This design comes from an exercise in tuning for small area on the open sky130 flow, not from production work.
In this exercise RTL edits were held to simulation tests only and were not proved equivalent to the original.
No activity file was given, so power comes from the tool's default toggle rates.

Design commit_checker, start of the top module:
module commit_checker (
  input  wire        clk,
  input  wire        rst_n,
  input  wire        commit_valid_i,
  input  wire [31:0] commit_pc_i,
  input  wire [31:0] commit_inst_i,
  input  wire        commit_we_i,
  input  wire [4:0]  commit_rd_i,
  input  wire [31:0] commit_value_i,
  input  wire [31:0] commit_load_word_i,
  input  wire        err_ack_i,
  output wire        err_req_o,
  output wire [1:0]  err_kind_o,
  output wire [31:0] err_pc_o,
  output wire [15:0] err_index_o,
  output wire        err_lost_o,
  output wire [15:0] stats_retired_o,
  output wire [15:0] stats_checked_o
);
  rvc_pkg::commit_t  commit;
  rvc_pkg::err_rec_t err;
  rvc_pkg::stats_t   stats;
  assign commit.valid     = commit_valid_i;
  assign commit.pc        = commit_pc_i;
  assign commit.inst      = commit_inst_i;
  assign commit.we        = commit_we_i;
  assign commit.rd        = commit_rd_i;
  assign commit.value     = commit_value_i;
  assign commit.load_word = commit_load_word_i;
  commit_checker_top u_top (
    .clk       (clk),
    .rst_n     (rst_n),
    .commit_i  (commit),
    .err_ack_i (err_ack_i),
    .err_req_o (err_req_o),
    .err_o     (err),
    .stats_o   (stats)
  );
  assign err_kind_o      = err.kind;
  assign err_pc_o        = err.pc;
  assign err_index_o     = err.index;
  assign err_lost_o      = err.lost;
  assign stats_retired_o = stats.retired;
  assign stats_checked_o = stats.checked;
endmodule
Size: roughly 2900 cells after synthesis, ~1100 flip-flops, about 220 I/O pins, ~49000 sq um of cells after synthesis.
==> flow/config.mk <==
export PLATFORM = sky130hd
export DESIGN_NAME = commit_checker
export DESIGN_NICKNAME = commit_checker
export VERILOG_FILES = /design/flow/design.v
export SDC_FILE = /design/flow/constraint.sdc
export NUM_CORES = 4
export LEC_CHECK = 0
export CAP_MARGIN = 20
export CELL_PAD_IN_SITES_DETAIL_PLACEMENT = 0
export CELL_PAD_IN_SITES_GLOBAL_PLACEMENT = 1
export CORE_MARGIN = 2
export CORE_UTILIZATION = 55
export SLEW_MARGIN = 20
export SYNTH_HIERARCHICAL = 1
==> flow/constraint.sdc <==
create_clock -name core_clock -period 12.0 [get_ports {clk}]
set_input_delay 2.4000 -clock core_clock [delete_from_list [all_inputs] [get_ports {clk}]]
set_output_delay 2.4000 -clock core_clock [all_outputs]
set_load 0.01 [all_outputs]
standard.sh (not shown) runs the stock make flow with config.mk's settings and CLKGATE_MAP_FILE= SYNTH_SCRIPT=/design/flow/synth_recipe.tcl, a recipe that flattens the netlist after the stock synthesis.
==> flow/flow/run.sh <==
#!/bin/bash
set -euo pipefail
bash standard.sh \
  BUFFER_PORTS_ARGS="-buffer_cell sky130_fd_sc_hd__buf_1" \
  CTS_ARGS="-sink_clustering_enable -repair_clock_nets -dont_use_dummy_load -sink_clustering_size 28 -sink_clustering_max_diameter 90" \
  finish > flow_make.log 2>&1
The starting point completed without violations.
Then changed:
==> flow/flow/run.sh (replaced) <==
#!/bin/bash
set -euo pipefail
bash standard.sh \
  BUFFER_PORTS_ARGS="-buffer_cell sky130_fd_sc_hd__buf_1" \
  CTS_ARGS="-sink_clustering_enable -repair_clock_nets -dont_use_dummy_load -sink_clustering_size 20 -sink_clustering_max_diameter 50" \
  finish > flow_make.log 2>&1
CELL_PAD_IN_SITES_DETAIL_PLACEMENT = 1   (was 0)
CELL_PAD_IN_SITES_GLOBAL_PLACEMENT = 2   (was 1)
CORE_UTILIZATION = 35   (was 55)
- The changed run went through all stages and came out clean
- critical path depth stays the same
- routed wire length went up by 16%
- design area went up by 5.6%
- non-clock buffer count went down by 5
- setup slack gains 300 ps
Then changed:
==> flow/flow/run.sh (replaced) <==
#!/bin/bash
set -euo pipefail
bash standard.sh \
  BUFFER_PORTS_ARGS="-buffer_cell sky130_fd_sc_hd__buf_1" \
  CTS_ARGS="-sink_clustering_enable -repair_clock_nets -dont_use_dummy_load -sink_clustering_size 28 -sink_clustering_max_diameter 70" \
  finish > flow_make.log 2>&1
CELL_PAD_IN_SITES_DETAIL_PLACEMENT = 0   (was 1)
CELL_PAD_IN_SITES_GLOBAL_PLACEMENT = 0   (was 2)
CORE_UTILIZATION = 65   (was 35)
Outcome:
- synthesized cell count stays the same
- total power fell by 17%
- critical path depth stays the same
- core utilization rose by 31 points
- global-route usage rose by 16 points

[afterwards: timing with drivers on the ports]
In the flow no input, the clock included, has a driving cell. The finished layouts below were timed again as built, in two steps.
Step 1 assumes that a clkbuf_16 drives the clock port and a buf_2 every other input.
Step 2, shift: input delay + t, output delay - t, t = (earliest + latest rising clock arrival at the registers) / 2. This alone moves slack from input paths to output paths.
a / b / c = no drivers / after step 1 / after step 2; a / b = the first two.
run	t, ns	slack for setup (ns)	worst hold slack (ns)	worst setup path after step 2	worst slew at a driven data input, ns
the first run	0.703	1.523 / 1.568 / 0.865	0.473 / 0.473 / 0.473	input to register	0.06
the second run	0.852	1.827 / 1.872 / 1.021	0.472 / 0.472 / 0.472	input to register	0.08
the third run	0.730	1.597 / 1.646 / 0.916	0.467 / 0.467 / 0.467	input to register	0.05
After both steps setup and hold are still met in every run listed. The setup slack of the second run, which loses most, moves by +0.045 ns with the drivers and by -0.806 ns with both steps.
